Source: an optimization exercise on an open RTL-to-GDS flow (aim: small area and a short achievable clock period). Production flows keep margins and buffers that such runs may drop.
Function was checked by simulation only, so behaviour that the tests miss may differ from the original.
The flow treats the clock pin as an ideal source, which a real chip does not have.
Power figures rest on the tool's default switching activity, not on a simulated workload.

$ cat config.mk
export PLATFORM = sky130hd
export DESIGN_NAME = branch_cluster_top
export DESIGN_NICKNAME = branch_cluster_top
export VERILOG_FILES = /design/flow/design.v
export SDC_FILE = /design/flow/constraint.sdc
export NUM_CORES = 4
export LEC_CHECK = 0
export CAP_MARGIN = 20
export CORE_MARGIN = 2
export CORE_UTILIZATION = 55
export SETUP_SLACK_MARGIN = 3.95
export SLEW_MARGIN = 20
$ cat constraint.sdc
create_clock -name core_clock -period 6.5 [get_ports {cpu_clock_i}]
set_input_delay 1.3000 -clock core_clock [delete_from_list [all_inputs] [get_ports {cpu_clock_i}]]
set_output_delay 1.3000 -clock core_clock [all_outputs]
set_load 0.01 [all_outputs]
$ cat design.v
`default_nettype none
package branch_pkg;
    typedef logic [31:0] word_t;
    typedef logic [29:0] pc_word_t;     
    typedef logic [5:0]  rob_id_t;
    typedef logic [5:0]  preg_t;        
    typedef logic [1:0]  bm_cntr_t;     
    typedef struct packed {
        word_t    operand_1;
        word_t    operand_2;
        word_t    offset;
        pc_word_t pc;
        logic     auipc;
        logic     lui;
        logic     jal;
        logic     jalr;
        logic [2:0] bnch_cond;          
        rob_id_t  rob_id;
        preg_t    dest;
    } branch_op_t;
    typedef struct packed {
        word_t    result;
        logic     wb_valid;
        preg_t    dest;
        rob_id_t  rob_id;
        logic     excp;                 
    } resolve_t;
    typedef struct packed {
        pc_word_t pc;
        word_t    tp;                   
        word_t    tg;                   
        logic [3:0] eq_q;               
        logic [3:0] gt_q;               
        logic     sign_1;
        logic     sign_2;
        logic [2:0] bnch_cond;
        logic     jump;
        logic     upper;                
        logic     wb;                   
        rob_id_t  rob_id;
        preg_t    dest;
    } lkp_op_t;
    typedef struct packed {
        pc_word_t pc;
        pc_word_t link;                 
        logic [15:0] tt_lo;
        logic     tt_c16;               
        logic [15:0] tt_hi;             
        logic     taken;
        logic     jump;
        logic     upper;
        logic     wb;
        rob_id_t  rob_id;
        preg_t    dest;
    } hold_op_t;
    typedef struct packed {
        logic     valid;
        pc_word_t vpc;
        pc_word_t target;               
        logic     jump;
        logic     way;                  
        bm_cntr_t cntr;                 
    } btb_update_t;
endpackage
`default_nettype wire
`timescale 1ns/10ps
`default_nettype none
module btb_table (
    input   wire logic                      cpu_clock_i,
    input   wire logic                      reset_i,
    input   wire logic [31:0]               lookup_set_i,    
    input   wire logic [31:0]               lookup_set_1_i,  
    input   wire branch_pkg::pc_word_t      lookup_vpc_i,
    input   wire branch_pkg::word_t         lookup_tp_i,     
    input   wire branch_pkg::word_t         lookup_tg_i,     
    output  logic [1:0]                     rd_valid_o,
    output  logic [1:0]                     rd_jump_o,
    output  logic [3:0]                     rd_cntr_o,       
    output  logic [13:0]                    rd_tag_eq_o,     
    output  logic [15:0]                    rd_tgt_eq_o,     
    input   wire branch_pkg::btb_update_t   upd_i,
    input   wire logic [31:0]               upd_set_i,       
    input   wire logic [4:0]                repl_idx_i,
    output  logic                           repl_o,
    output  logic                           busy_o
);
    localparam int SETS  = 32;
    localparam int TAG_W = 25;
    logic [TAG_W-1:0]      tag_q    [SETS][2];
    branch_pkg::pc_word_t  target_q [SETS][2];
    logic                  t_q      [SETS][2];
    logic [1:0]            c_q      [SETS][2];
    logic                  repl_q   [SETS];
    logic [4:0]       wr_idx;
    logic [TAG_W-1:0] wr_tag;
    logic             wr_way;
    assign busy_o = upd_i.valid;
    for (genvar w = 0; w < 2; w++) begin : g_rd
        logic [TAG_W-1:0]     r_tag;
        branch_pkg::pc_word_t r_target;
        logic                 r_t;
        logic [1:0]           r_c;
        logic [SETS-1:0]      sel;
        assign sel = (w == 0) ? lookup_set_i : lookup_set_1_i;
        always_comb begin
            r_tag    = '0;
            r_target = '0;
            r_t      = 1'b0;
            r_c      = '0;
            for (int s = 0; s < SETS; s++) begin
                r_tag    = r_tag    | ({TAG_W{sel[s]}} & tag_q[s][w]);
                r_target = r_target | ({30{sel[s]}} & target_q[s][w]);
                r_t      = r_t      | (sel[s] & t_q[s][w]);
                r_c      = r_c      | ({2{sel[s]}} & c_q[s][w]);
            end
        end
        assign rd_valid_o[w]       = !r_t || r_c[0];
        assign rd_jump_o[w]        = r_t;
        assign rd_cntr_o[2*w +: 2] = r_c;
        for (genvar q = 0; q < 7; q++) begin : g_tq
            localparam int LO = 4 * q;
            localparam int HI = (q == 6) ? 24 : 4 * q + 3;
            assign rd_tag_eq_o[7*w+q] = (r_tag[HI:LO] == lookup_vpc_i[HI+5:LO+5]);
        end
        logic [31:0] r_c32;
        logic [31:0] need_c;
        logic [31:0] miss;
        assign r_c32  = {r_target, 2'b00};
        for (genvar i = 1; i < 32; i++) begin : g_nc
            assign need_c[i] = r_c32[i-1] ? lookup_tg_i[i-1] : (lookup_tg_i[i-1] | lookup_tp_i[i-1]);
        end
        assign need_c[0] = 1'b0;
        assign miss   = lookup_tp_i ^ r_c32 ^ need_c;
        for (genvar q = 0; q < 8; q++) begin : g_q
            assign rd_tgt_eq_o[8*w+q] = ~|miss[4*q +: 4];
        end
    end
    always_comb begin
        repl_o = 1'b0;
        for (int s = 0; s < SETS; s++) begin
            repl_o = repl_o | ((repl_idx_i == 5'(s)) & repl_q[s]);
        end
    end
    assign wr_idx = upd_i.vpc[4:0];
    assign wr_tag = upd_i.vpc[29:5];
    assign wr_way = upd_i.way;
    for (genvar s = 0; s < SETS; s++) begin : g_set
        logic set_we;
        assign set_we = upd_set_i[s];
        for (genvar w = 0; w < 2; w++) begin : g_way
            logic we;
            logic st_en;
            assign we    = set_we && (wr_way == w[0]);
            assign st_en = we || reset_i;
            always_ff @(posedge cpu_clock_i) begin
                if (we) begin
                    tag_q[s][w]    <= wr_tag;
                    target_q[s][w] <= upd_i.target;
                    c_q[s][w][1]   <= upd_i.cntr[1];
                end
                if (st_en) begin
                    t_q[s][w]      <= reset_i || upd_i.jump;
                    c_q[s][w][0]   <= !reset_i && upd_i.cntr[0];
                end
            end
        end
        always_ff @(posedge cpu_clock_i) begin
            if (set_we || reset_i) begin
                repl_q[s] <= !reset_i && !wr_way;
            end
        end
    end
endmodule
`default_nettype wire
`timescale 1ns/10ps
`default_nettype none
module branch_dispatch (
    input   wire logic                      cpu_clock_i,
    input   wire logic                      reset_i,
    input   wire logic                      flush_i,
    input   wire branch_pkg::branch_op_t    op_i,
    input   wire logic                      op_valid_i,
    input   wire logic                      btb_busy_i,
    output  branch_pkg::lkp_op_t            lkp_op_o,
    output  logic [31:0]                    lkp_set_o,      
    output  logic [31:0]                    lkp_set_1_o,    
    output  logic                           issue_valid_o
);
    branch_pkg::lkp_op_t ex;
    branch_pkg::word_t   base;
    logic                lkp_valid_q;
    logic                hold_valid_q;
    logic                accept;
    logic [4:0]          set_idx;
    logic                read_fire;
    function automatic logic gt8(input logic [7:0] a, input logic [7:0] b);
        logic [7:0] g;
        logic [7:0] e;
        g = a & ~b;
        e = ~(a ^ b);
        for (int w = 1; w < 8; w = w * 2) begin
            for (int i = 0; i + w < 8; i = i + 2 * w) begin
                g[i] = g[i + w] | (e[i + w] & g[i]);
                e[i] = e[i + w] & e[i];
            end
        end
        gt8 = g[0];
    endfunction
    logic [31:0] op_a;
    logic [31:0] op_b;
    assign accept    = op_valid_i && !btb_busy_i;
    assign read_fire = lkp_valid_q && !btb_busy_i;
    always_comb begin
        if (op_i.lui) begin
            base = '0;
        end else if (op_i.jalr && !op_i.auipc) begin
            base = op_i.operand_1;
        end else begin
            base = {op_i.pc, 2'b00};
        end
    end
    assign ex.pc        = op_i.pc;
    assign ex.tp        = base ^ op_i.offset;
    assign ex.tg        = base & op_i.offset;
    assign op_a = {1'b0, op_i.operand_1[30:0]};
    assign op_b = {1'b0, op_i.operand_2[30:0]};
    for (genvar k = 0; k < 4; k++) begin : g_cmp
        assign ex.eq_q[k] = op_a[8*k +: 8] == op_b[8*k +: 8];
        assign ex.gt_q[k] = gt8(op_a[8*k +: 8], op_b[8*k +: 8]);
    end
    assign ex.sign_1    = op_i.operand_1[31];
    assign ex.sign_2    = op_i.operand_2[31];
    assign ex.bnch_cond = op_i.bnch_cond;
    assign ex.jump      = op_i.jal || op_i.jalr;
    assign ex.upper     = op_i.lui || op_i.auipc;
    assign ex.wb        = (ex.upper || ex.jump) && (op_i.dest != '0);
    assign ex.rob_id    = op_i.rob_id;
    assign ex.dest      = op_i.dest;
    always_ff @(posedge cpu_clock_i) begin
        if (reset_i || flush_i) begin
            lkp_valid_q  <= 1'b0;
            hold_valid_q <= 1'b0;
        end else begin
            if (accept) begin
                lkp_valid_q <= 1'b1;
            end else if (read_fire) begin
                lkp_valid_q <= 1'b0;
            end
            hold_valid_q <= read_fire;
        end
    end
    always_ff @(posedge cpu_clock_i) begin
        if (!btb_busy_i) begin
            lkp_op_o <= ex;
        end
    end
    assign set_idx = btb_busy_i ? lkp_op_o.pc[4:0] : op_i.pc[4:0];
    always_ff @(posedge cpu_clock_i) begin
        lkp_set_o <= 32'd1 << set_idx;
    end
    for (genvar s = 0; s < 32; s++) begin : g_set_1
        always_ff @(posedge cpu_clock_i) begin
            lkp_set_1_o[s] <= (set_idx == 5'(s));
        end
    end
    assign issue_valid_o = hold_valid_q;
endmodule
`default_nettype wire
`timescale 1ns/10ps
`default_nettype none
module branch_unit (
    input   wire logic                      cpu_clock_i,
    input   wire logic                      reset_i,
    input   wire logic                      flush_i,
    input   wire branch_pkg::lkp_op_t       lkp_op_i,
    input   wire logic [1:0]                rd_valid_i,
    input   wire logic [1:0]                rd_jump_i,
    input   wire logic [3:0]                rd_cntr_i,
    input   wire logic [13:0]               rd_tag_eq_i,
    input   wire logic [15:0]               rd_tgt_eq_i,
    input   wire logic                      valid_i,
    output  logic [4:0]                     repl_idx_o,
    input   wire logic                      repl_i,
    output  branch_pkg::resolve_t           res_o,
    output  logic                           res_valid_o,
    output  logic                           ready_o,
    output  branch_pkg::btb_update_t        upd_o,
    output  logic [31:0]                    upd_set_o        
);
    branch_pkg::hold_op_t hold_d;
    branch_pkg::hold_op_t hold_q;
    logic [1:0]           hold_valid_q;
    logic [1:0]           hold_jump_q;
    logic [3:0]           hold_cntr_q;
    logic [13:0]          hold_tag_eq_q;
    logic [15:0]          hold_tgt_eq_q;
    logic [1:0]           hold_match;
    branch_pkg::word_t    res_result_q;
    logic                 res_wb_q;
    branch_pkg::preg_t    res_dest_q;
    branch_pkg::rob_id_t  res_rob_id_q;
    logic                 res_excp_q;
    branch_pkg::pc_word_t upd_vpc_q;
    branch_pkg::pc_word_t upd_target_q;
    logic                 upd_jump_q;
    logic                 upd_valid_q;
    logic [1:0]           upd_cntr_q;
    logic                 upd_way_q;
    logic [1:0] ok;
    logic       excp;
    logic [1:0] cntr;
    logic       fire;
    logic       same_set;
    logic       same_pc;
    logic [1:0] match_now;
    logic       hit_now;
    logic       repl_now;
    logic       way_next;
    logic [1:0] cntr_next;
    logic       eq;
    logic       gt_low;
    logic       gt;
    logic       lt;
    logic       cond_true;
    logic [15:0] tt_hi;
    branch_pkg::word_t tt;
    function automatic logic [16:0] ks16(input logic [15:0] p, input logic [15:0] g);
        logic [15:0] pp;
        logic [15:0] gg;
        logic [15:0] pn;
        logic [15:0] gn;
        logic [16:0] r;
        pp = p;
        gg = g;
        for (int d = 1; d < 16; d = d * 2) begin
            pn = pp;
            gn = gg;
            for (int i = d; i < 16; i++) begin
                gn[i] = gg[i] | (pp[i] & gg[i-d]);
                pn[i] = pp[i] & pp[i-d];
            end
            pp = pn;
            gg = gn;
        end
        r = {gg[15], p ^ {gg[14:0], 1'b0}};
        ks16 = r;
    endfunction
    assign eq     = (&lkp_op_i.eq_q) && (lkp_op_i.sign_1 == lkp_op_i.sign_2);
    assign gt_low = lkp_op_i.gt_q[3]
                 || (lkp_op_i.eq_q[3] && lkp_op_i.gt_q[2])
                 || (lkp_op_i.eq_q[3] && lkp_op_i.eq_q[2] && lkp_op_i.gt_q[1])
                 || (lkp_op_i.eq_q[3] && lkp_op_i.eq_q[2] && lkp_op_i.eq_q[1] && lkp_op_i.gt_q[0]);
    always_comb begin
        if (lkp_op_i.sign_1 == lkp_op_i.sign_2) begin
            gt = gt_low;
        end else begin
            gt = lkp_op_i.bnch_cond[1] ? lkp_op_i.sign_1 : lkp_op_i.sign_2;
        end
    end
    assign lt = !(gt || eq);
    always_comb begin
        case ({lkp_op_i.bnch_cond[2], lkp_op_i.bnch_cond[0]})
            2'b00:   cond_true = eq;
            2'b01:   cond_true = !eq;
            2'b10:   cond_true = lt;
            default: cond_true = !lt;
        endcase
    end
    assign {hold_d.tt_c16, hold_d.tt_lo} = ks16(lkp_op_i.tp[15:0], lkp_op_i.tg[15:0]);
    assign hold_d.tt_hi  = 16'(ks16(lkp_op_i.tp[31:16], lkp_op_i.tg[31:16]));
    assign hold_d.pc     = lkp_op_i.pc;
    assign hold_d.link   = lkp_op_i.pc + 30'd1;
    assign hold_d.taken  = lkp_op_i.jump || (cond_true && !lkp_op_i.upper);
    assign hold_d.jump   = lkp_op_i.jump;
    assign hold_d.upper  = lkp_op_i.upper;
    assign hold_d.wb     = lkp_op_i.wb;
    assign hold_d.rob_id = lkp_op_i.rob_id;
    assign hold_d.dest   = lkp_op_i.dest;
    always_ff @(posedge cpu_clock_i) begin
        hold_q        <= hold_d;
        hold_valid_q  <= rd_valid_i;
        hold_jump_q   <= rd_jump_i;
        hold_cntr_q   <= rd_cntr_i;
        hold_tag_eq_q <= rd_tag_eq_i;
        hold_tgt_eq_q <= rd_tgt_eq_i;
    end
    for (genvar w = 0; w < 2; w++) begin : g_ok
        assign hold_match[w] = hold_valid_q[w] && (&hold_tag_eq_q[7*w +: 7]);
        assign ok[w] = (hold_jump_q[w] == hold_q.jump)
                    && (!hold_q.taken || (&hold_tgt_eq_q[8*w +: 8]))
                    && (hold_q.jump || (hold_cntr_q[2*w+1] == hold_q.taken));
    end
    always_comb begin
        if (hold_match[1]) begin
            excp = !ok[1];
            cntr = hold_cntr_q[3:2];
        end else if (hold_match[0]) begin
            excp = !ok[0];
            cntr = hold_cntr_q[1:0];
        end else begin
            excp = 1'b1;
            cntr = 2'b00;
        end
    end
    assign same_set = upd_valid_q && (upd_vpc_q[4:0] == hold_q.pc[4:0]);
    assign same_pc  = upd_vpc_q[29:5] == hold_q.pc[29:5];
    for (genvar w = 0; w < 2; w++) begin : g_m
        assign match_now[w] = (same_set && (upd_way_q == w[0])) ? same_pc : hold_match[w];
    end
    assign repl_idx_o = hold_q.pc[4:0];
    assign repl_now   = same_set ? !upd_way_q : repl_i;
    assign hit_now  = |match_now;
    assign way_next = match_now[1] || (!match_now[0] && repl_now);
    always_comb begin
        if (hold_q.jump) begin
            cntr_next = 2'b11;
        end else if (!hit_now) begin
            cntr_next = hold_q.taken ? 2'b10 : 2'b01;
        end else if (hold_q.taken) begin
            cntr_next = (cntr == 2'b11) ? 2'b11 : cntr + 2'b01;
        end else begin
            cntr_next = (cntr == 2'b00) ? 2'b00 : cntr - 2'b01;
        end
    end
    assign tt_hi = hold_q.tt_hi + {15'd0, hold_q.tt_c16};
    assign tt    = {tt_hi, hold_q.tt_lo};
    assign fire = valid_i && !flush_i;
    always_ff @(posedge cpu_clock_i) begin
        if (reset_i) begin
            res_valid_o <= 1'b0;
            upd_valid_q <= 1'b0;
            upd_set_o   <= '0;
            ready_o     <= 1'b1;
        end else begin
            res_valid_o <= fire;
            upd_valid_q <= fire && !hold_q.upper;
            upd_set_o   <= (fire && !hold_q.upper) ? (32'd1 << hold_q.pc[4:0]) : '0;
            ready_o     <= !(fire && !hold_q.upper);
        end
    end
    always_ff @(posedge cpu_clock_i) begin
        res_result_q <= hold_q.upper ? tt : {hold_q.link, 2'b00};
        res_wb_q     <= hold_q.wb;
        res_dest_q   <= hold_q.dest;
        res_rob_id_q <= hold_q.rob_id;
        res_excp_q   <= excp && !hold_q.upper;
        upd_vpc_q    <= hold_q.pc;
        upd_target_q <= tt[31:2];
        upd_jump_q   <= hold_q.jump;
        upd_way_q    <= way_next;
        upd_cntr_q   <= cntr_next;
    end
    assign res_o.result   = res_result_q;
    assign res_o.wb_valid = res_wb_q;
    assign res_o.dest     = res_dest_q;
    assign res_o.rob_id   = res_rob_id_q;
    assign res_o.excp     = res_excp_q;
    assign upd_o.valid    = upd_valid_q;
    assign upd_o.vpc      = upd_vpc_q;
    assign upd_o.target   = upd_target_q;
    assign upd_o.jump     = upd_jump_q;
    assign upd_o.way      = upd_way_q;
    assign upd_o.cntr     = upd_cntr_q;
endmodule
`default_nettype wire
`timescale 1ns/10ps
`default_nettype none
module branch_cluster #(
    parameter int BTB_SETS = 32     
) (
    input   wire logic                      cpu_clock_i,
    input   wire logic                      reset_i,
    input   wire logic                      flush_i,
    input   wire branch_pkg::branch_op_t    op_i,
    input   wire logic                      op_valid_i,
    output  logic                           op_ready_o,
    output  branch_pkg::resolve_t           res_o,
    output  logic                           res_valid_o
);
    branch_pkg::lkp_op_t       lkp_op;
    logic [31:0]               lkp_set;
    logic [31:0]               lkp_set_1;
    logic [31:0]               upd_set;
    logic [1:0]                rd_valid;
    logic [1:0]                rd_jump;
    logic [3:0]                rd_cntr;
    logic [13:0]               rd_tag_eq;
    logic [15:0]               rd_tgt_eq;
    logic                      issue_valid;
    branch_pkg::btb_update_t   upd;
    logic [4:0]                repl_idx;
    logic                      repl;
    logic                      btb_busy;
    branch_dispatch u_dispatch (
        .cpu_clock_i   (cpu_clock_i),
        .reset_i       (reset_i),
        .flush_i       (flush_i),
        .op_i          (op_i),
        .op_valid_i    (op_valid_i),
        .btb_busy_i    (btb_busy),
        .lkp_op_o      (lkp_op),
        .lkp_set_o     (lkp_set),
        .lkp_set_1_o   (lkp_set_1),
        .issue_valid_o (issue_valid)
    );
    btb_table u_btb (
        .cpu_clock_i  (cpu_clock_i),
        .reset_i      (reset_i),
        .lookup_set_i (lkp_set),
        .lookup_set_1_i (lkp_set_1),
        .lookup_vpc_i (lkp_op.pc),
        .lookup_tp_i  (lkp_op.tp),
        .lookup_tg_i  (lkp_op.tg),
        .rd_valid_o   (rd_valid),
        .rd_jump_o    (rd_jump),
        .rd_cntr_o    (rd_cntr),
        .rd_tag_eq_o  (rd_tag_eq),
        .rd_tgt_eq_o  (rd_tgt_eq),
        .upd_i        (upd),
        .upd_set_i    (upd_set),
        .repl_idx_i   (repl_idx),
        .repl_o       (repl),
        .busy_o       (btb_busy)
    );
    branch_unit u_branch (
        .cpu_clock_i (cpu_clock_i),
        .reset_i     (reset_i),
        .flush_i     (flush_i),
        .lkp_op_i    (lkp_op),
        .rd_valid_i  (rd_valid),
        .rd_jump_i   (rd_jump),
        .rd_cntr_i   (rd_cntr),
        .rd_tag_eq_i (rd_tag_eq),
        .rd_tgt_eq_i (rd_tgt_eq),
        .valid_i     (issue_valid),
        .repl_idx_o  (repl_idx),
        .repl_i      (repl),
        .res_o       (res_o),
        .res_valid_o (res_valid_o),
        .ready_o     (op_ready_o),
        .upd_o       (upd),
        .upd_set_o   (upd_set)
    );
endmodule
`default_nettype wire
`timescale 1ns/10ps
`default_nettype none
module branch_cluster_top (
    input   wire logic                      cpu_clock_i,
    input   wire logic                      reset_i,
    input   wire logic                      flush_i,
    input   wire logic [144:0]              op_i,
    input   wire logic                      op_valid_i,
    output  logic                           op_ready_o,
    output  logic [45:0]                    res_o,
    output  logic                           res_valid_o
);
    branch_pkg::resolve_t res;
    branch_cluster #(
        .BTB_SETS (32)
    ) u_cluster (
        .cpu_clock_i (cpu_clock_i),
        .reset_i     (reset_i),
        .flush_i     (flush_i),
        .op_i        (branch_pkg::branch_op_t'(op_i)),
        .op_valid_i  (op_valid_i),
        .op_ready_o  (op_ready_o),
        .res_o       (res),
        .res_valid_o (res_valid_o)
    );
    assign res_o = res;
endmodule
`default_nettype wire
$ cat flow/run.sh
#!/bin/bash
# The standard layout, with two changes:
# - a hand-built clock tree in place of TritonCTS's (see mycts.tcl): ORFS's
#   CTS step sources mycts.tcl first. TritonCTS is then pointed at a net with
#   no clock sinks (res_valid_o), so it leaves the tree as built; the rest of
#   the CTS step (placement legalization, timing repair) runs as usual.
# - the port buffers are buf_2 (timing repair resizes them where needed).
set -euo pipefail
here=$(pwd)
export PRE_CTS_TCL=$here/flow/mycts.tcl
export CTS_ARGS="-clk_nets res_valid_o -dont_use_dummy_load"
export BUFFER_PORTS_ARGS="-buffer_cell sky130_fd_sc_hd__buf_2"
bash standard.sh > $here/standard.log 2>&1
$ cat flow/mycts.tcl
# Builds a three-level clock tree by hand (root, mid and leaf buffers of
# sky130_fd_sc_hd__clkbuf_16), from recursive bisection of the flip-flops by
# position, before ORFS's CTS step runs.
set mycts_leaf_max [expr {[info exists ::env(MYCTS_LEAF)] ? $::env(MYCTS_LEAF) : 24}]
set mycts_buf sky130_fd_sc_hd__clkbuf_16

set ::mycts_block [ord::get_db_block]
set db [ord::get_db]
set ::mycts_bufm [$db findMaster $mycts_buf]
set clknet [$::mycts_block findNet cpu_clock_i]

# Sinks: {x y iterm}
set sinks {}
foreach it [$clknet getITerms] {
  set inst [$it getInst]
  set bb [$inst getBBox]
  set x [expr {([$bb xMin] + [$bb xMax]) / 2}]
  set y [expr {([$bb yMin] + [$bb yMax]) / 2}]
  lappend sinks [list $x $y $it]
}
puts "mycts: [llength $sinks] sinks"

proc mycts_split {items maxn} {
  if {[llength $items] <= $maxn} { return [list $items] }
  set xs [lmap i $items {lindex $i 0}]
  set ys [lmap i $items {lindex $i 1}]
  set dx [expr {[tcl::mathfunc::max {*}$xs] - [tcl::mathfunc::min {*}$xs]}]
  set dy [expr {[tcl::mathfunc::max {*}$ys] - [tcl::mathfunc::min {*}$ys]}]
  set k [expr {$dx >= $dy ? 0 : 1}]
  set s [lsort -integer -index $k $items]
  # Split so both halves hold whole groups of maxn where possible
  set n [llength $s]
  set groups [expr {($n + $maxn - 1) / $maxn}]
  set left [expr {($groups / 2) * $n / $groups}]
  if {$left < 1} { set left [expr {$n / 2}] }
  return [concat [mycts_split [lrange $s 0 [expr {$left - 1}]] $maxn] [mycts_split [lrange $s $left end] $maxn]]
}

proc mycts_center {items} {
  set sx 0; set sy 0
  foreach i $items { set sx [expr {$sx + [lindex $i 0]}]; set sy [expr {$sy + [lindex $i 1]}] }
  set n [llength $items]
  return [list [expr {$sx / $n}] [expr {$sy / $n}]]
}

set mycts_n 0
proc mycts_buffer {name x y items} {
  set block $::mycts_block; set bufm $::mycts_bufm
  set inst [odb::dbInst_create $block $bufm $name]
  set w [[$inst getMaster] getWidth]
  set h [[$inst getMaster] getHeight]
  $inst setOrigin [expr {$x - $w / 2}] [expr {$y - $h / 2}]
  $inst setPlacementStatus PLACED
  set net [odb::dbNet_create $block "${name}_net"]
  $net setSigType CLOCK
  [$inst findITerm X] connect $net
  foreach i $items {
    set it [lindex $i 2]
    $it disconnect
    $it connect $net
  }
  return [$inst findITerm A]
}

set leaves {}
set li 0
foreach g [mycts_split $sinks $mycts_leaf_max] {
  lassign [mycts_center $g] x y
  set a [mycts_buffer "mycts_leaf_$li" $x $y $g]
  lappend leaves [list $x $y $a]
  incr li
}
# MYCTS_NMID (24) mid buffers over the leaf buffers, and four roots over the mids,
# each root fed by the clock port
set mids {}
set mi 0
set mycts_nmid [expr {[info exists ::env(MYCTS_NMID)] ? $::env(MYCTS_NMID) : 24}]
set per [expr {([llength $leaves] + $mycts_nmid - 1) / $mycts_nmid}]
foreach g [mycts_split $leaves $per] {
  lassign [mycts_center $g] x y
  set a [mycts_buffer "mycts_mid_$mi" $x $y $g]
  lappend mids [list $x $y $a]
  incr mi
}
set roots 0
set per [expr {([llength $mids] + 3) / 4}]
foreach g [mycts_split $mids $per] {
  lassign [mycts_center $g] x y
  set a [mycts_buffer "mycts_root_$roots" $x $y $g]
  $a connect $clknet
  incr roots
}
puts "mycts: $li leaf buffers, $mi mid buffers, $roots roots"
set_propagated_clock [all_clocks]
$ cat standard.sh
#!/bin/bash
# synth_recipe.tcl (not shown) runs the flow's synth.tcl, then flattens the netlist and writes it again
# the make line also repeats each setting of config.mk as NAME=value (left out here)
make -C /OpenROAD-flow-scripts/flow DESIGN_CONFIG=/design/flow/config.mk WORK_HOME=/design/flow/orfs CLKGATE_MAP_FILE= SYNTH_SCRIPT=/design/flow/synth_recipe.tcl "${@:-finish}"
==> qor.yml, run 1 <==
avgSynthCellArea_um2: 17.88
power.switching_mw: 11.13
rr_endpoint: "u_cluster.u_branch.hold_tgt_eq_q[5]$_DFF_P_"
dpl_cell_area_um2: 158900
hold_class: "flip-flop to flip-flop"
hold_viol: 0
switching_share_pct: 23.00
critPathCapture: "u_cluster.u_branch.hold_tgt_eq_q[5]$_DFF_P_"
crit_path_max_fanout: 24
cp.arrival_ps: 3290
top_level_ports: 197
ys_async_sr_fraction_pct: 0
crit_type: "flip-flop to flip-flop"
synth_commonest_cells: "3865 x edfxtp_1, 1326 x a22oi_1, 376 x nand4_1"
path_clk_slew_ps: 100
fin_crit_sh_pct: 41.36
grt_use_total_pct: 41.55
synth_cell_types: 82
route.detailed.drc: 0
cp-end-kind: "flip-flop"
fin_crit_ps: 2688
p_comb_share_pct: 6.6
vias: 96160
final_layout_size_suffix_gt1_share_pct: 18.37
fin_area_um2: 172200
wirelength_um: 601400
finClkSkew_ps: 63.61
status: "finished clean"
synth_cells: 8518
fin_setup_tns_ps: 0
portBuffers: 196
globalRoute.totalOverflow: 0
rrSetupSlack_ps: 3810
synth_edf_count: 3865
worstSetupStartpointType: "flip-flop"
die_area_um2: 281200
reg2reg_depth: 9
grt_setup_unrepaired: "yes"
synth_ff_type: "edfxtp_1"
synth_fp_nets: 8734
synth_top_cell_by_area: "edfxtp_1"
nNetsFinal: 9361
syn_to_final_growth_pct: 13.06
first_pass_iters: 7
synthesis.area_um2: 152300
row_count: 193
dr.first_iter.drc_count: 20120
dieWidth_um: 530.3
startpoint: "u_cluster.u_dispatch.lkp_set_o[8]$_SDFF_PN0_"
start_util_pct: 55.18
r2r-start: "u_cluster.u_dispatch.lkp_set_o[8]$_SDFF_PN0_"
synth.most_common_cell: "edfxtp_1"
insertion_delay_ps: 680
die_y_um: 530.3
netlist.area_leader.share_pct: 76.20
ys_seq_area_share_pct: 80.90
synthTopCellsByArea: "edfxtp_1 76%, a22oi_1 6.5%, dfxtp_1 4.7%"
coreArea_um2: 276000
power_frac_clock_pct: 28.3
vdd_drop_max_mv: 0.2058
ys_warn_count: 8
seq_power_share_pct: 65.1
gp_congestion: 0.9131
fmax_mhz: 372.0
final-setup-viol-count: 0
grt_pass1_vias: 87860
slew_headroom_pct: 20.84
fill_cells: 19530
synth_seq_cells: 4223
crit_required_ps: 7100
grt_pass1_wl_um: 781600
leakage_nw: 54.91
slew_violations: 0
power-per-cell-area_nw_per_um2: 280.8
internal_power_mw: 37.24
antenna_found_initial: 57
avgViaCountPerCell: 7.466
worst_pin_slew_ps: 1187
hpwl_um: 300000
grt_max_degree: 72
max-cap-violations: 0
wl_per_cell_um: 46.70
detail-route-antenna-nets: 0
==> layer usage <==
metal / global-route usage [%] / share of wire, % / vias to the layer above / routed length [um]
met5: 0 / 0.036 / - / 217
met4: 23.01 / 7.0 / 34 / 42180
met3: 11.01 / 15 / 1723 / 93080
met2: 62.33 / 44 / 8941 / 264800
met1: 55.60 / 33 / 49350 / 201100
li1: - / - / 36110 / -
==> registers in the layout (all words and copies together) (netlist names), 32 cells and up <==
signal,count
u_cluster.u_btb.tag_q,1600
u_cluster.u_btb.c_q,128
u_cluster.u_btb.t_q,64
u_cluster.u_branch.res_result_q,32
u_cluster.u_btb.target_q,1920
u_cluster.u_dispatch.lkp_set_1_o,32
u_cluster.u_branch.upd_set_o,32
u_cluster.u_btb.repl_q,32
u_cluster.u_branch.hold_q,109
u_cluster.u_dispatch.lkp_set_o,32
u_cluster.u_dispatch.lkp_op_o,121
==> worst min-delay path by stage <==
stage | start | to | slack [ps] | cells after the start
4_1_cts | u_cluster.u_branch.hold_q[10]$_DFF_P_ | u_cluster.u_branch.res_rob_id_q[4]$_DFF_P_ | 300 | 0
3_5_place_dp | u_cluster.u_branch.hold_q[1]$_DFF_P_ | u_cluster.u_branch.res_dest_q[1]$_DFF_P_ | 310 | 0
3_3_place_gp | u_cluster.u_branch.hold_q[9]$_DFF_P_ | u_cluster.u_branch.res_rob_id_q[3]$_DFF_P_ | 310 | 0
5_1_grt | u_cluster.u_branch.hold_q[10]$_DFF_P_ | u_cluster.u_branch.res_rob_id_q[4]$_DFF_P_ | 320 | 0
2_1_floorplan | u_cluster.u_branch.hold_q[0]$_DFF_P_ | u_cluster.u_branch.res_dest_q[0]$_DFF_P_ | 310 | 0
6_report | u_cluster.u_branch.hold_q[10]$_DFF_P_ | u_cluster.u_branch.res_rob_id_q[4]$_DFF_P_ | 280 | 0
==> through the flow <==
stage	total power, mW	worst slack [ps]	instances	util [%]	hold slack, ps
after floorplan	33.01	3402	8518	-	309.6
after global placement	34.52	2857	12200	57.55	313.3
after detailed placement	34.62	2855	12210	57.57	313.2
after CTS	47.92	3820	12780	61.68	298.9
after global routing	49.25	3760	12860	62.37	324.2
final	48.36	3812	12880	62.39	284.9
==> area by class of cell <==
type | count | area [um2] | area share, %
flip-flops and latches | 4223 | 123600 | 71.80
multi-input cells | 3767 | 28910 | 16.79
repair buffers | 897 | 9663 | 5.611
plain buffers | 202 | 5055 | 2.935
well taps | 3705 | 4636 | 2.692
inverters | 53 | 214.0 | 0.1242
diodes | 31 | 77.57 | 0.04505
repair inverters | 1 | 8.758 | 0.005086
==> critical path, cell delays in order (launching register included) <==
cell and delay [ps]:
dfxtp_4 420, buf_8 220, a22oi_2 210, nand4_1 280, nor4_4 360, buf_6 190
xor2_1 100, or4b_1 530, o21ai_1 90, o211a_1 140
==> placed cells by master (no fill, tap or decap), drive strengths merged, types with 67 or more instances in the layout <==
cell,n
nand4,376
clkbuf,211
xor2,77
ha,67
a22oi,1326
buf,872
nand3,80
or2,73
nor2b,81
xnor2,144
a22o,270
dfxtp,358
a21oi,106
nor2,161
nand2,180
edfxtp,3865
a221oi,270
nor3,116
==> power by group through the flow <==
stage	clock network [mW]	registers, mW	logic (mW)
floorplan	0	31.8	1.17
global placement	0	32.2	2.36
detailed placement	0	32.2	2.45
CTS	13.6	31.4	2.91
global route	14.5	31.5	3.29
finish	13.7	31.5	3.19
==> cell families (layout without fill, tap and decap cells) <==
kind of cell               count (synthesis)  count (layout)  share of synthesized area [%]
DFF                                     4223            4223                          80.90
xor gates and xnor gates                 222             222                          1.286
muxes                                     40              40                         0.2990
other                                      0              31                              0
adders and majority gates                 67              67                         0.5504
buffers and inverters                    532            1153                          1.456
AOI/OAI and AO/OA                       2143            2143                          10.82
and+or+nand+nor                         1291            1295                          4.686
==> what timing repair did <==
item                        CTS  global route
hold buffers                  0             0
gates cloned                 24            10
setup endpoints to repair  1899           245
setup buffers               349            58
resized for setup           400           223
pin swaps                    74           117
==> run 2, diff against run 1 <==
--- a/design.v
+++ b/design.v
@@ -79,7 +79,7 @@
     output  logic [13:0]                    rd_tag_eq_o,     
     output  logic [15:0]                    rd_tgt_eq_o,     
     input   wire branch_pkg::btb_update_t   upd_i,
-    input   wire logic [31:0]               upd_set_i,       
+    input   wire logic [63:0]               upd_we_i,        
     input   wire logic [4:0]                repl_idx_i,
     output  logic                           repl_o,
     output  logic                           busy_o
@@ -146,11 +146,11 @@
     assign wr_way = upd_i.way;
     for (genvar s = 0; s < SETS; s++) begin : g_set
         logic set_we;
-        assign set_we = upd_set_i[s];
+        assign set_we = upd_we_i[2*s] || upd_we_i[2*s+1];
         for (genvar w = 0; w < 2; w++) begin : g_way
             logic we;
             logic st_en;
-            assign we    = set_we && (wr_way == w[0]);
+            assign we    = upd_we_i[2*s+w];
             assign st_en = we || reset_i;
             always_ff @(posedge cpu_clock_i) begin
                 if (we) begin
@@ -285,7 +285,7 @@
     output  logic                           res_valid_o,
     output  logic                           ready_o,
     output  branch_pkg::btb_update_t        upd_o,
-    output  logic [31:0]                    upd_set_o        
+    output  logic [63:0]                    upd_we_o         
 );
     branch_pkg::hold_op_t hold_d;
     branch_pkg::hold_op_t hold_q;
@@ -429,12 +429,12 @@
         if (reset_i) begin
             res_valid_o <= 1'b0;
             upd_valid_q <= 1'b0;
-            upd_set_o   <= '0;
+            upd_we_o    <= '0;
             ready_o     <= 1'b1;
         end else begin
             res_valid_o <= fire;
             upd_valid_q <= fire && !hold_q.upper;
-            upd_set_o   <= (fire && !hold_q.upper) ? (32'd1 << hold_q.pc[4:0]) : '0;
+            upd_we_o    <= (fire && !hold_q.upper) ? (64'd1 << {hold_q.pc[4:0], way_next}) : '0;
             ready_o     <= !(fire && !hold_q.upper);
         end
     end
@@ -480,7 +480,7 @@
     branch_pkg::lkp_op_t       lkp_op;
     logic [31:0]               lkp_set;
     logic [31:0]               lkp_set_1;
-    logic [31:0]               upd_set;
+    logic [63:0]               upd_we;
     logic [1:0]                rd_valid;
     logic [1:0]                rd_jump;
     logic [3:0]                rd_cntr;
@@ -517,7 +517,7 @@
         .rd_tag_eq_o  (rd_tag_eq),
         .rd_tgt_eq_o  (rd_tgt_eq),
         .upd_i        (upd),
-        .upd_set_i    (upd_set),
+        .upd_we_i     (upd_we),
         .repl_idx_i   (repl_idx),
         .repl_o       (repl),
         .busy_o       (btb_busy)
@@ -539,7 +539,7 @@
         .res_valid_o (res_valid_o),
         .ready_o     (op_ready_o),
         .upd_o       (upd),
-        .upd_set_o   (upd_set)
+        .upd_we_o    (upd_we)
     );
 endmodule
 `default_nettype wire
--- a/config.mk
+++ b/config.mk
@@ -7,6 +7,6 @@
 export LEC_CHECK = 0
 export CAP_MARGIN = 20
 export CORE_MARGIN = 2
-export CORE_UTILIZATION = 55
-export SETUP_SLACK_MARGIN = 3.95
+export CORE_UTILIZATION = 62
+export SETUP_SLACK_MARGIN = 3.88
 export SLEW_MARGIN = 20
==> qor.yml, run 2 <==
status: "finished clean"
final_cell_mix: "3865 x edfxtp_1, 1278 x a22oi_1, 365 x buf_4, 360 x nand4_1, 285 x a22o_1"
rrSetupSlack_ps: 3730
dp.cells: 11610
fin_crit_ps: 2770
row_count: 182
insertion_delay_ps: 680
final_layout_size_suffix_gt1_share_pct: 17.57
coreArea_um2: 245300
nNetsFinal: 9211
synthesis.area_um2: 152500
synth.most_common_cell: "edfxtp_1"
fill_cells: 15590
crit_cells: 7
vdd_drop_max_mv: 0.2985
ys_seq_area_share_pct: 81.22
die_area_um2: 250000
grt_max_degree: 70
globalRoute.totalOverflow: 0
worst_pin_slew_ps: 1271
final_common_cell: "edfxtp_1"
worst_path_max_delay_cell: "nor3_1"
grt_setup_unrepaired: "yes"
first_pass_iters: 8
crit_type: "flip-flop to flip-flop"
fin_setup_tns_ps: 0
detail-route-antenna-nets: 0
dieWidth_um: 500.0
hold_depth: 0
synth_ff_type: "edfxtp_1"
grt_pass1_vias: 86970
avgViaCountPerCell: 7.838
avgSynthCellArea_um2: 18.09
dp_slack_ps: 2181
syn_to_final_growth_pct: 11.99
hpwl_um: 288700
total_power_mw: 48.60
worstPathCellList: "buf_4 -> bufbuf_16 -> a221oi_1 -> nand4_1 -> nor3_1 -> xnor2_1 -> nor4_2"
max-cap-violations: 0
fin_crit_sh_pct: 42.62
dpl_cell_area_um2: 158300
path_clk_slew_ps: 100
top_level_ports: 197
gp_congestion: 0.9201
slowest_delay_ps: 620
synth_commonest_cells: "3865 x edfxtp_1, 1291 x a22oi_1, 390 x dfxtp_1"
dr.first_iter.drc_count: 21600
fmax_mhz: 361.0
route.detailed.drc: 0
synth_top_cell_by_area: "edfxtp_1"
cp.arrival_ps: 3330
synthTopCellsByArea: "edfxtp_1 76%, a22oi_1 6.4%, dfxtp_1 5.1%"
grt_pass1_wl_um: 762700
setup_slack_ps: 3730
die_y_um: 500.0
crit_family: "simple AND/OR/NAND/NOR gates"
synth_cell_types: 74
synth_cells: 8432
leakage_nw: 54.39
power-per-cell-area_nw_per_um2: 284.5
antenna_found_initial: 51
worstSetupStartpointType: "flip-flop"
ys_async_sr_fraction_pct: 0
fin_area_um2: 170800
portBuffers: 196
reg_top3: "u_cluster.u_btb.target_q x1920, u_cluster.u_btb.tag_q x1600, u_cluster.u_btb.c_q x128"
wirelength_um: 587200
hold_viol: 0
top_register: "u_cluster.u_btb.target_q"
synth_fp_nets: 8648
cp-end-kind: "flip-flop"
netlist.area_leader.share_pct: 76.10
largest_reg_flops: 1920
post-route-util_pct: 69.64
grt_use_total_pct: 45.62
synth_edf_count: 3865
ys_warn_count: 8
ctsHoldBuffers: 0
hold_class: "flip-flop to flip-flop"
crit_path_max_fanout: 23
finClkSkew_ps: 76.15
reg2reg_depth: 7
fin_hold_ws_ps: 332.5
slew_headroom_pct: 15.23
vias: 95930
start_util_pct: 62.18
final-setup-viol-count: 0
wl_per_cell_um: 47.98
cp_num_buf_inv: 2
final_cells: 12240
slew_violations: 0
synth_seq_cells: 4255
crit_required_ps: 7060
run 2: what timing repair did:
action	4_1_cts	5_1_grt
pin swaps	51	78
setup buffers	260	112
gates resized for setup	303	173
setup endpoints to repair	347	168
endpoints found under the hold margin	0	0
gates cloned	22	6
run 2: cell type report:
cell class	count	area (um2)	area share [%]
inverters	62	250.2	0.1465
diodes	26	65.06	0.03809
multi-input cells	3638	27930	16.36
well taps	3220	4029	2.359
flip-flops and latches	4255	124500	72.91
repair buffers	833	8859	5.187
plain buffers	205	5130	3.004
run 2: cells by family (layout without fill, tap and decap cells):
family                   count (synthesis)  after routing  synth area share [%]
buffers and inverters                  545           1100                 1.478
flip-flops                            4255           4255                 81.22
other                                    0             26                     0
AO/OA/AOI/OAI                         2146           2149                 10.87
multiplexers                            42             42                0.3134
XOR/XNOR                               251            251                 1.478
adder cells (fa/ha/maj)                 67             67                0.5497
AND/OR/NAND/NOR                       1126           1129                 4.086
run 2: report_power, final:
part | leakage [nW] | switching [mW] | internal (mW)
sequential | 38.3 | 0.913 | 30.8
combinational | 13.5 | 2.09 | 1.07
clock | 2.53 | 8.09 | 5.67
total | 54.4 | 11.1 | 37.5
run 2: path summary, 6_finish.rpt:
path                                                     start                                          end
setup / recovery  u_cluster.u_dispatch.lkp_set_o[9]$_SDFF_PP0_  u_cluster.u_branch.hold_tag_eq_q[1]$_DFF_P_
hold reg to reg          u_cluster.u_branch.hold_q[12]$_DFF_P_          u_cluster.u_branch.res_wb_q$_DFF_P_
hold / removal           u_cluster.u_branch.hold_q[12]$_DFF_P_          u_cluster.u_branch.res_wb_q$_DFF_P_
setup reg to reg  u_cluster.u_dispatch.lkp_set_o[9]$_SDFF_PP0_  u_cluster.u_branch.hold_tag_eq_q[1]$_DFF_P_
run 2: layer usage:
metal	vias up	track usage, %	routed length, um
li1	35810	-	-
met2	9457	67.75	256200
met3	1775	13.35	98130
met4	46	23.65	39590
met1	48850	61.90	192900
met5	-	0	398
==> run 3, diff against run 2 <==
--- a/config.mk
+++ b/config.mk
@@ -5,8 +5,8 @@
 export SDC_FILE = /design/flow/constraint.sdc
 export NUM_CORES = 4
 export LEC_CHECK = 0
-export CAP_MARGIN = 20
+export CAP_MARGIN = 8
 export CORE_MARGIN = 2
 export CORE_UTILIZATION = 62
-export SETUP_SLACK_MARGIN = 3.88
-export SLEW_MARGIN = 20
+export SETUP_SLACK_MARGIN = 3.95
+export SLEW_MARGIN = 8
==> qor.yml, run 3 <==
crit_path_max_fanout: 14
synth_cells: 8432
synth_fp_nets: 8648
route.detailed.drc: 0
die_area_um2: 250000
status: "finished clean"
largest_reg_flops: 1920
synth_top_cell_by_area: "edfxtp_1"
worst_pin_slew_ps: 1336
worstPathCellList: "buf_16 -> a22o_1 -> a221oi_2 -> nand3_1 -> or4_4 -> or4_1 -> a221oi_2"
detail-route-antenna-nets: 0
grt_use_total_pct: 45.68
fin_hold_ws_ps: 333.4
top_register: "u_cluster.u_btb.target_q"
synth_commonest_cells: "3865 x edfxtp_1, 1291 x a22oi_1, 390 x dfxtp_1"
worst_path_max_delay_cell: "or4_4"
met2WireLength_um: 256100
die_y_um: 500.0
fin_area_um2: 171300
grt_pass1_wl_um: 765300
wl_met3_um: 97890
crit_required_ps: 7070
finClkSkew_ps: 52.21
worstSetupStartpointType: "flip-flop"
dpl_cell_area_um2: 158000
post-route-util_pct: 69.84
globalRoute.totalOverflow: 0
crit_type: "flip-flop to flip-flop"
top_layer: "met5"
path_clk_slew_ps: 90
gp_congestion: 0.9418
avgViaCountPerCell: 7.874
vias: 96160
synth.most_common_cell: "edfxtp_1"
vdd_drop_max_mv: 0.3167
row_count: 182
synth_edf_count: 3865
fin_crit_sh_pct: 41.92
portBuffers: 196
start_util_pct: 62.18
crit_family: "simple AND/OR/NAND/NOR gates"
final_cells: 12210
slew_violations: 0
slew_headroom_pct: 10.92
rrSetupSlack_ps: 3780
ys_warn_count: 8
critPathMostFrequentCell: "a221oi_2"
final_common_cell: "edfxtp_1"
total_power_mw: 48.65
nNetsFinal: 9195
multi_input_area_um2: 28320
fmax_mhz: 367.0
ys_seq_area_share_pct: 81.22
hpwl_um: 285800
final_layout_size_suffix_gt1_share_pct: 18.02
grt_max_degree: 70
hold_viol: 0
dr.first_iter.drc_count: 21250
hold_class: "flip-flop to flip-flop"
setup_slack_ps: 3775
slowest_delay_ps: 650
cp.arrival_ps: 3300
max-cap-violations: 0
insertion_delay_ps: 670
final-setup-viol-count: 0
dp_slack_ps: 2000
fin_crit_ps: 2725
wl_per_cell_um: 48.02
seqCellArea_um2: 124500
netlist.area_leader.share_pct: 76.10
dieWidth_um: 500.0
power-per-cell-area_nw_per_um2: 284.0
fill_cells: 15550
synthTopCellsByArea: "edfxtp_1 76%, a22oi_1 6.4%, dfxtp_1 5.1%"
first_pass_iters: 6
antenna_found_initial: 48
top_level_ports: 197
synth_cell_types: 74
cp-end-kind: "flip-flop"
synthesis.area_um2: 152500
final_cell_mix: "3865 x edfxtp_1, 1264 x a22oi_1, 360 x nand4_1, 349 x buf_4, 286 x a22o_1"
reg_top3: "u_cluster.u_btb.target_q x1920, u_cluster.u_btb.tag_q x1600, u_cluster.u_btb.c_q x128"
avgSynthCellArea_um2: 18.09
synth_ff_type: "edfxtp_1"
coreArea_um2: 245300
met1Wirelength_um: 190400
syn_to_final_growth_pct: 12.31
synth_seq_cells: 4255
cp_num_buf_inv: 1
ys_async_sr_fraction_pct: 0
wirelength_um: 586500
dp.cells: 11590
leakage_nw: 54.51
grt_setup_unrepaired: "yes"
grt_pass1_vias: 87710
fin_setup_tns_ps: 0
## run 3: cell counts after synthesis
Identical to the previous run, type by type.
## run 3: kinds of logic after synthesis
group / count (synthesis) / share of synthesized area, %
AND/OR/NAND/NOR: 1126 / 4.086
buffers and inverters: 545 / 1.478
adder cells (fa/ha/maj): 67 / 0.5497
XOR/XNOR: 251 / 1.478
flip-flops: 4255 / 81.22
multiplexers: 42 / 0.3134
AO/OA/AOI/OAI: 2146 / 10.87
## run 3: area by class of cell
type | count | area share, %
multi-input cells | 3640 | 16.54
well taps | 3220 | 2.352
repair inverters | 1 | 0.002922
plain buffers | 205 | 2.995
repair buffers | 814 | 5.252
inverters | 62 | 0.1476
flip-flops and latches | 4255 | 72.69
diodes | 15 | 0.02191
## run 3: worst paths after layout
path / from / endpoint / cells after the start
setup / recovery: u_cluster.u_dispatch.lkp_set_1_o[30]$_DFF_P_ / u_cluster.u_branch.hold_tgt_eq_q[15]$_DFF_P_ / 7
hold / removal: u_cluster.u_branch.hold_q[11]$_DFF_P_ / u_cluster.u_branch.res_rob_id_q[5]$_DFF_P_ / 0
setup reg to reg: u_cluster.u_dispatch.lkp_set_1_o[30]$_DFF_P_ / u_cluster.u_branch.hold_tgt_eq_q[15]$_DFF_P_ / 7
hold reg to reg: u_cluster.u_branch.hold_q[11]$_DFF_P_ / u_cluster.u_branch.res_rob_id_q[5]$_DFF_P_ / 0
## run 3: where the power goes
part	switching, mW	internal, mW	leakage, nW
registers	0.818	30.8	38.3
clock network	8.11	5.68	2.53
logic	2.20	1.09	13.7
## run 3: per-layer routing
metal | global-route usage (%) | up-vias
met5 | 0 | -
met4 | 24.04 | 36
met3 | 13.62 | 1854
met2 | 68.01 | 9583
met1 | 61.50 | 48920
li1 | - | 35770
## run 3: timing repair
item                       4_1_cts  5_1_grt
hold buffers                     0        0
gates resized for setup        392      191
setup buffers                  293       75
pin swaps                       73      113
setup endpoints to repair      391      309
cloned                          29        8
==> run 4, diff against run 3 <==
--- a/design.v
+++ b/design.v
@@ -76,8 +76,8 @@
     output  logic [1:0]                     rd_valid_o,
     output  logic [1:0]                     rd_jump_o,
     output  logic [3:0]                     rd_cntr_o,       
-    output  logic [13:0]                    rd_tag_eq_o,     
-    output  logic [15:0]                    rd_tgt_eq_o,     
+    output  logic [17:0]                    rd_tag_eq_o,     
+    output  logic [31:0]                    rd_tgt_eq_o,     
     input   wire branch_pkg::btb_update_t   upd_i,
     input   wire logic [63:0]               upd_we_i,        
     input   wire logic [4:0]                repl_idx_i,
@@ -117,10 +117,10 @@
         assign rd_valid_o[w]       = !r_t || r_c[0];
         assign rd_jump_o[w]        = r_t;
         assign rd_cntr_o[2*w +: 2] = r_c;
-        for (genvar q = 0; q < 7; q++) begin : g_tq
-            localparam int LO = 4 * q;
-            localparam int HI = (q == 6) ? 24 : 4 * q + 3;
-            assign rd_tag_eq_o[7*w+q] = (r_tag[HI:LO] == lookup_vpc_i[HI+5:LO+5]);
+        for (genvar q = 0; q < 9; q++) begin : g_tq
+            localparam int LO = 3 * q;
+            localparam int HI = (q == 8) ? 24 : 3 * q + 2;
+            assign rd_tag_eq_o[9*w+q] = (r_tag[HI:LO] == lookup_vpc_i[HI+5:LO+5]);
         end
         logic [31:0] r_c32;
         logic [31:0] need_c;
@@ -131,8 +131,8 @@
         end
         assign need_c[0] = 1'b0;
         assign miss   = lookup_tp_i ^ r_c32 ^ need_c;
-        for (genvar q = 0; q < 8; q++) begin : g_q
-            assign rd_tgt_eq_o[8*w+q] = ~|miss[4*q +: 4];
+        for (genvar q = 0; q < 16; q++) begin : g_q
+            assign rd_tgt_eq_o[16*w+q] = ~|miss[2*q +: 2];
         end
     end
     always_comb begin
@@ -276,8 +276,8 @@
     input   wire logic [1:0]                rd_valid_i,
     input   wire logic [1:0]                rd_jump_i,
     input   wire logic [3:0]                rd_cntr_i,
-    input   wire logic [13:0]               rd_tag_eq_i,
-    input   wire logic [15:0]               rd_tgt_eq_i,
+    input   wire logic [17:0]               rd_tag_eq_i,
+    input   wire logic [31:0]               rd_tgt_eq_i,
     input   wire logic                      valid_i,
     output  logic [4:0]                     repl_idx_o,
     input   wire logic                      repl_i,
@@ -292,8 +292,8 @@
     logic [1:0]           hold_valid_q;
     logic [1:0]           hold_jump_q;
     logic [3:0]           hold_cntr_q;
-    logic [13:0]          hold_tag_eq_q;
-    logic [15:0]          hold_tgt_eq_q;
+    logic [17:0]          hold_tag_eq_q;
+    logic [31:0]          hold_tgt_eq_q;
     logic [1:0]           hold_match;
     branch_pkg::word_t    res_result_q;
     logic                 res_wb_q;
@@ -385,9 +385,9 @@
         hold_tgt_eq_q <= rd_tgt_eq_i;
     end
     for (genvar w = 0; w < 2; w++) begin : g_ok
-        assign hold_match[w] = hold_valid_q[w] && (&hold_tag_eq_q[7*w +: 7]);
+        assign hold_match[w] = hold_valid_q[w] && (&hold_tag_eq_q[9*w +: 9]);
         assign ok[w] = (hold_jump_q[w] == hold_q.jump)
-                    && (!hold_q.taken || (&hold_tgt_eq_q[8*w +: 8]))
+                    && (!hold_q.taken || (&hold_tgt_eq_q[16*w +: 16]))
                     && (hold_q.jump || (hold_cntr_q[2*w+1] == hold_q.taken));
     end
     always_comb begin
@@ -484,8 +484,8 @@
     logic [1:0]                rd_valid;
     logic [1:0]                rd_jump;
     logic [3:0]                rd_cntr;
-    logic [13:0]               rd_tag_eq;
-    logic [15:0]               rd_tgt_eq;
+    logic [17:0]               rd_tag_eq;
+    logic [31:0]               rd_tgt_eq;
     logic                      issue_valid;
     branch_pkg::btb_update_t   upd;
     logic [4:0]                repl_idx;
--- a/config.mk
+++ b/config.mk
@@ -5,8 +5,8 @@
 export SDC_FILE = /design/flow/constraint.sdc
 export NUM_CORES = 4
 export LEC_CHECK = 0
-export CAP_MARGIN = 8
+export CAP_MARGIN = 20
 export CORE_MARGIN = 2
-export CORE_UTILIZATION = 62
+export CORE_UTILIZATION = 55
 export SETUP_SLACK_MARGIN = 3.95
-export SLEW_MARGIN = 8
+export SLEW_MARGIN = 20
==> qor.yml, run 4 <==
worstSetupStartpointType: "flip-flop"
fin_area_um2: 168700
slew_headroom_pct: 13.90
power_frac_clock_pct: 28.6
grtUsageMet1_pct: 57.66
synth_commonest_cells: "3865 x edfxtp_1, 1401 x a22oi_1, 409 x dfxtp_1"
synthTopCellsByArea: "edfxtp_1 76%, a22oi_1 6.9%, dfxtp_1 5.4%"
die_area_um2: 281700
ys_seq_area_share_pct: 81.41
fmax_mhz: 326.7
synth_edf_count: 3865
first_pass_iters: 12
top_level_ports: 197
seq_power_share_pct: 65.4
grtUsageMet3_pct: 10.26
synth_fp_nets: 8659
final-setup-viol-count: 0
dpl_cell_area_um2: 158900
largest_reg_flops: 1920
synth_cells: 8443
power.switching_mw: 11.18
route.detailed.drc: 0
ys_warn_count: 8
grt_pass1_wl_um: 780300
antenna_found_initial: 51
power-per-cell-area_nw_per_um2: 288.9
leakage_nw: 52.75
avgSynthCellArea_um2: 18.08
ctsHoldBuffers: 0
netlist.area_leader.share_pct: 76.05
finClkSkew_ps: 66.09
row_count: 193
top_usage_layer: "met2"
detail-route-antenna-nets: 0
fill_cells: 19960
dr.first_iter.drc_count: 21440
path_clk_slew_ps: 90
hold_viol: 0
wl_per_cell_um: 47.98
grt_pass1_vias: 86860
dieWidth_um: 530.8
synth.most_common_cell: "edfxtp_1"
coreArea_um2: 276300
synth_ff_type: "edfxtp_1"
start_util_pct: 55.24
vias: 95740
dp.cells: 12070
hpwl_um: 290000
crit_type: "flip-flop to flip-flop"
worst_pin_slew_ps: 1291
fin_crit_sh_pct: 47.10
final_layout_size_suffix_gt1_share_pct: 14.38
synth_seq_cells: 4274
final_cells: 12590
crit_path_max_fanout: 58
fin_crit_ps: 3061
syn_to_final_growth_pct: 10.54
synthesis.area_um2: 152600
avgViaCountPerCell: 7.605
synth_cell_types: 67
wirelength_um: 604000
synth_top_cell_by_area: "edfxtp_1"
grtUsageMet2_pct: 60.62
fin_setup_tns_ps: 0
top_register: "u_cluster.u_btb.target_q"
hp-start: "u_cluster.u_branch.hold_q[1]$_DFF_P_"
startpoint: "u_cluster.u_dispatch.lkp_set_1_o[18]$_DFF_P_"
final_cell_mix: "3865 x edfxtp_1, 1401 x a22oi_1, 384 x nand4_1, 288 x buf_4, 233 x a22o_1"
portBuffers: 196
switching_share_pct: 22.95
status: "finished clean"
cp-end-kind: "flip-flop"
globalRoute.totalOverflow: 0
internal_power_mw: 37.55
crit_required_ps: 7050
grt_max_degree: 87
ys_async_sr_fraction_pct: 0
cp.arrival_ps: 3610
grt_use_total_pct: 41.60
hold_class: "flip-flop to flip-flop"
gp_congestion: 0.8869
grt_setup_unrepaired: "yes"
nNetsFinal: 9064
die_y_um: 530.8
vdd_drop_max_mv: 0.2116
slew_violations: 0
max-cap-violations: 0
r2r-start: "u_cluster.u_dispatch.lkp_set_1_o[18]$_DFF_P_"
p_comb_share_pct: 6.0
insertion_delay_ps: 670
reg_top3: "u_cluster.u_btb.target_q x1920, u_cluster.u_btb.tag_q x1600, u_cluster.u_btb.c_q x128"
final_common_cell: "edfxtp_1"
==> run 4: power groups by stage <==
stage / Sequential, mW / Combinational, mW / Clock [mW]
2_1_floorplan: 32.2 / 1.14 / 0
3_3_place_gp: 32.6 / 2.33 / 0
3_5_place_dp: 32.6 / 2.38 / 0
4_1_cts: 31.9 / 2.68 / 13.8
5_1_grt: 31.9 / 3.01 / 14.7
6_report: 31.9 / 2.94 / 13.9
==> run 4: cell type report <==
class	count	area [um2]	share of cell area, %
antenna	38	95.09	0.05637
buffer	206	5155	3.056
inverter	61	249.0	0.1476
multi-input combinational	3630	26870	15.93
sequential	4274	124900	74.05
tap	3705	4636	2.748
timing repair buffer	675	6775	4.016
==> run 4: logic make-up (layout without fill, tap and decap cells) <==
kind of cell               Yosys count  count (layout)  synth area share [%]
other                                0              38                     0
DFF                               4274            4274                 81.41
xor gates and xnor gates           238             238                 1.366
adders and majority gates           67              67                0.5493
muxes                               37              37                0.2771
buffers and inverters              541             942                 1.408
and+or+nand+nor                   1162            1163                 4.352
AOI/OAI and AO/OA                 2124            2125                 10.63
==> run 4: worst max-delay path, cell delays in order, from the launching register on <==
cell and delay, ps:
dfxtp_4 360, buf_12 170, a22oi_1 520, nand4_1 170, nor4_2 750, nand3b_1 190
o21ai_0 110, o2bb2ai_1 160
==> run 4: timing repair <==
item | 4_1_cts | 5_1_grt
setup endpoints to repair | 268 | 180
resized for setup | 155 | 80
pin swaps | 6 | 18
buffers inserted | 170 | 93
endpoints found under the hold margin | 0 | 0
cloned | 5 | 3
==> run 4: path summary, 6_finish.rpt <==
path | end | slack, ps | cells past startpoint
max reg2reg | u_cluster.u_branch.hold_tgt_eq_q[28]$_DFF_P_ | 3440 | 7
min reg2reg | u_cluster.u_branch.res_dest_q[1]$_DFF_P_ | 330 | 0
max | u_cluster.u_branch.hold_tgt_eq_q[28]$_DFF_P_ | 3440 | 7
min | u_cluster.u_branch.res_dest_q[1]$_DFF_P_ | 330 | 0
==> run 4: metrics by stage <==
| step | hold slack [ps] | power (mW) | util (%) | setup slack [ps] |
|---|---|---|---|---|
| final | 330.7 | 48.73 | 61.07 | 3439 |
| after global routing | 337.5 | 49.59 | 61.05 | 3673 |
| after CTS | 326.2 | 48.36 | 60.49 | 3812 |
| after detailed placement | 312.1 | 35.02 | 57.52 | 2316 |
| after global placement | 309.5 | 34.91 | 57.51 | 2489 |
| after floorplan | 309.6 | 33.35 | - | 3929 |
==> run 4: layer usage <==
metal / up-vias / wire length (um) / part of all wire (%)
met5: - / 230 / 0.038
met2: 9149 / 259800 / 43
met4: 36 / 44460 / 7.4
met3: 1685 / 92520 / 15
li1: 35500 / - / -
met1: 49370 / 207000 / 34
==> run 5, diff against run 4 <==
--- a/flow/run.sh
+++ b/flow/run.sh
@@ -5,9 +5,11 @@
 #   no clock sinks (res_valid_o), so it leaves the tree as built; the rest of
 #   the CTS step (placement legalization, timing repair) runs as usual.
 # - the port buffers are buf_2 (timing repair resizes them where needed).
+# - after CTS's timing repair, post_cts.tcl runs the setup repair once more.
 set -euo pipefail
 here=$(pwd)
 export PRE_CTS_TCL=$here/flow/mycts.tcl
 export CTS_ARGS="-clk_nets res_valid_o -dont_use_dummy_load"
 export BUFFER_PORTS_ARGS="-buffer_cell sky130_fd_sc_hd__buf_2"
+export POST_CTS_TCL=$here/flow/post_cts.tcl
 bash standard.sh > $here/standard.log 2>&1
==> flow/post_cts.tcl (new file) <==
# A second round of setup repair after ORFS's own, then legalize again
log_cmd estimate_parasitics -placement
repair_timing_helper -setup
set result [catch { detailed_placement } msg]
if { $result != 0 } {
  error "Detailed placement failed after the second repair: $msg"
}
check_placement -verbose
==> qor.yml, run 5 <==
nNetsFinal: 9064
vias: 95620
final_cell_mix: "3865 x edfxtp_1, 1401 x a22oi_1, 384 x nand4_1, 289 x buf_4, 233 x a22o_1"
power_frac_clock_pct: 28.5
syn_to_final_growth_pct: 10.57
ys_seq_area_share_pct: 81.41
setup_slack_ps: 3876
top_level_ports: 197
reg_top3: "u_cluster.u_btb.target_q x1920, u_cluster.u_btb.tag_q x1600, u_cluster.u_btb.c_q x128"
dieWidth_um: 530.8
final-setup-viol-count: 0
top_register: "u_cluster.u_btb.target_q"
slew_headroom_pct: 16.22
crit_type: "flip-flop to flip-flop"
p_comb_share_pct: 6.0
fin_area_um2: 168700
crit_path_max_fanout: 58
hold_class: "flip-flop to flip-flop"
post-route-util_pct: 61.08
synthesis.area_um2: 152600
dp_slack_ps: 2316
avgViaCountPerCell: 7.594
grt_pass1_wl_um: 781100
switching_share_pct: 22.94
globalRoute.totalOverflow: 0
die_area_um2: 281700
route.detailed.drc: 0
status: "finished clean"
fin_crit_ps: 2624
worstSetupStartpointType: "flip-flop"
synthTopCellsByArea: "edfxtp_1 76%, a22oi_1 6.9%, dfxtp_1 5.4%"
internal_power_mw: 37.54
synth_ff_type: "edfxtp_1"
seq_power_share_pct: 65.5
power-per-cell-area_nw_per_um2: 288.7
ys_warn_count: 8
crit_required_ps: 7080
fin_crit_sh_pct: 40.36
wl_per_cell_um: 48.05
synth_seq_cells: 4274
grt_setup_unrepaired: "yes"
gp_congestion: 0.8869
portBuffers: 196
synth_cells: 8443
crit_family: "compound AO/OA/AOI/OAI gates"
leakage_nw: 52.77
slowest_delay_ps: 380
grt_pass1_vias: 86850
worst_path_max_delay_cell: "a22o_1"
synth.most_common_cell: "edfxtp_1"
first_pass_iters: 8
coreArea_um2: 276300
vdd_drop_max_mv: 0.2093
cp_num_buf_inv: 1
worstPathCellList: "buf_12 -> a22o_1 -> a221oi_1 -> and4_1 -> a31oi_1 -> xor2_1 -> o21ai_0 -> a21o_1"
dpl_cell_area_um2: 158900
insertion_delay_ps: 670
finClkSkew_ps: 58.48
synth_edf_count: 3865
synth_top_cell_by_area: "edfxtp_1"
worst_pin_slew_ps: 1257
synth_fp_nets: 8659
die_y_um: 530.8
dr.first_iter.drc_count: 22220
synth_commonest_cells: "3865 x edfxtp_1, 1401 x a22oi_1, 409 x dfxtp_1"
detail-route-antenna-nets: 0
start_util_pct: 55.24
grt_use_total_pct: 41.65
fmax_mhz: 381.2
cp.arrival_ps: 3200
fin_setup_tns_ps: 0
max-cap-violations: 0
grt_max_degree: 87
final_layout_size_suffix_gt1_share_pct: 14.37
row_count: 193
antenna_found_initial: 44
cp-end-kind: "flip-flop"
wirelength_um: 605000
hpwl_um: 290000
final_common_cell: "edfxtp_1"
power.switching_mw: 11.18
avgSynthCellArea_um2: 18.08
largest_reg_flops: 1920
path_clk_slew_ps: 100
fin_hold_ws_ps: 329.7
slew_violations: 0
hold_viol: 0
synth_cell_types: 67
netlist.area_leader.share_pct: 76.05
ys_async_sr_fraction_pct: 0
-- run 5: worst reg2reg max path, delay by kind of cell (launching register included) --
family / cells / cell delay [ps]
compound gates: 5 / 1450
buf+inv: 1 / 210
flops: 1 / 350
xor+xnor: 1 / 180
simple gates: 1 / 360
-- run 5: through the flow --
step                std cells  total power, mW
floorplan                8443            33.35
global placement        12070            34.91
detailed placement      12070            35.02
global route            12580            49.58
finish                  12590            48.72
-- run 5: area by class of cell --
cell class,instances,area (um2)
multi-input combinational,3630,26900
antenna,41,102.6
inverter,61,249.0
timing repair buffer,675,6787
sequential,4274,124900
buffer,206,5155
tap,3705,4636
fill,19940,107500
-- run 5: worst paths after layout --
| path | from | end | slack (ps) | depth (start not counted) |
|---|---|---|---|---|
| worst min register to register | u_cluster.u_branch.hold_q[1]$_DFF_P_ | u_cluster.u_branch.res_dest_q[1]$_DFF_P_ | 330 | 0 |
| worst max register to register | u_cluster.u_dispatch.lkp_set_o[29]$_SDFF_PN0_ | u_cluster.u_branch.hold_tgt_eq_q[10]$_DFF_P_ | 3880 | 8 |
| worst min-delay path | u_cluster.u_branch.hold_q[1]$_DFF_P_ | u_cluster.u_branch.res_dest_q[1]$_DFF_P_ | 330 | 0 |
| worst max-delay path | u_cluster.u_dispatch.lkp_set_o[29]$_SDFF_PN0_ | u_cluster.u_branch.hold_tgt_eq_q[10]$_DFF_P_ | 3880 | 8 |
-- run 5: cell families (layout without fill, tap and decap cells) --
| kind of cell | after synthesis | after routing | share of synthesized area, % |
|---|---|---|---|
| DFF | 4274 | 4274 | 81.41 |
| other | 0 | 41 | 0 |
| muxes | 37 | 37 | 0.2771 |
| buffers and inverters | 541 | 942 | 1.408 |
| and+or+nand+nor | 1162 | 1163 | 4.352 |
| adders and majority gates | 67 | 67 | 0.5493 |
| AOI/OAI and AO/OA | 2124 | 2125 | 10.63 |
| xor gates and xnor gates | 238 | 238 | 1.366 |
-- run 5: layer usage --
layer | vias up | GRT usage [%] | routed length (um)
met5 | - | 0 | 193
met3 | 1635 | 10.07 | 90900
met2 | 9061 | 60.60 | 260900
li1 | 35500 | - | -
met1 | 49390 | 57.88 | 208800
met4 | 30 | 23.70 | 44220
-- run 5: power groups by stage --
stage	clock [mW]	combinational (mW)	sequential, mW
6_report	13.9	2.93	31.9
5_1_grt	14.7	2.99	31.9
3_5_place_dp	0	2.38	32.6
3_3_place_gp	0	2.33	32.6
2_1_floorplan	0	1.14	32.2

-- what the ideal ports hide --
The results above use ideal ports. As a check the final layouts listed here were re-extracted and re-timed, cells and wires unchanged.
Step 1: set_driving_cell puts a clkbuf_16 on cpu_clock_i and a buf_2 on each other input, an assumption about the parent block.
Step 2 times the ports against the registers' clock, not the clock port: input delays grow and output delays shrink by t, the midpoint of the rising clock arrivals with the driver on.
a / b / c = ideal ports / drivers / drivers and shift; a / b = the first two.
| run | t (ns) | slack for setup (ns) | worst setup path after step 2 | slew at the worst register clock pin (ns) |
|---|---|---|---|---|
| run 1 | 0.888 | 3.812 / 3.690 / 3.009 | input to register | 0.10 / 0.10 |
| run 2 | 0.881 | 3.730 / 3.633 / 3.082 | input to register | 0.10 / 0.10 |
| run 3 | 0.863 | 3.775 / 3.729 / 3.191 | input to register | 0.10 / 0.10 |
| run 4 | 0.886 | 3.439 / 3.438 / 3.204 | input to register | 0.10 / 0.10 |
| run 5 | 0.887 | 3.876 / 3.755 / 3.226 | input to register | 0.10 / 0.10 |
After both steps every run listed still meets setup and hold. For run 1, which loses most, drivers alone change the setup slack by -0.122 ns; drivers and shift together by -0.803 ns.
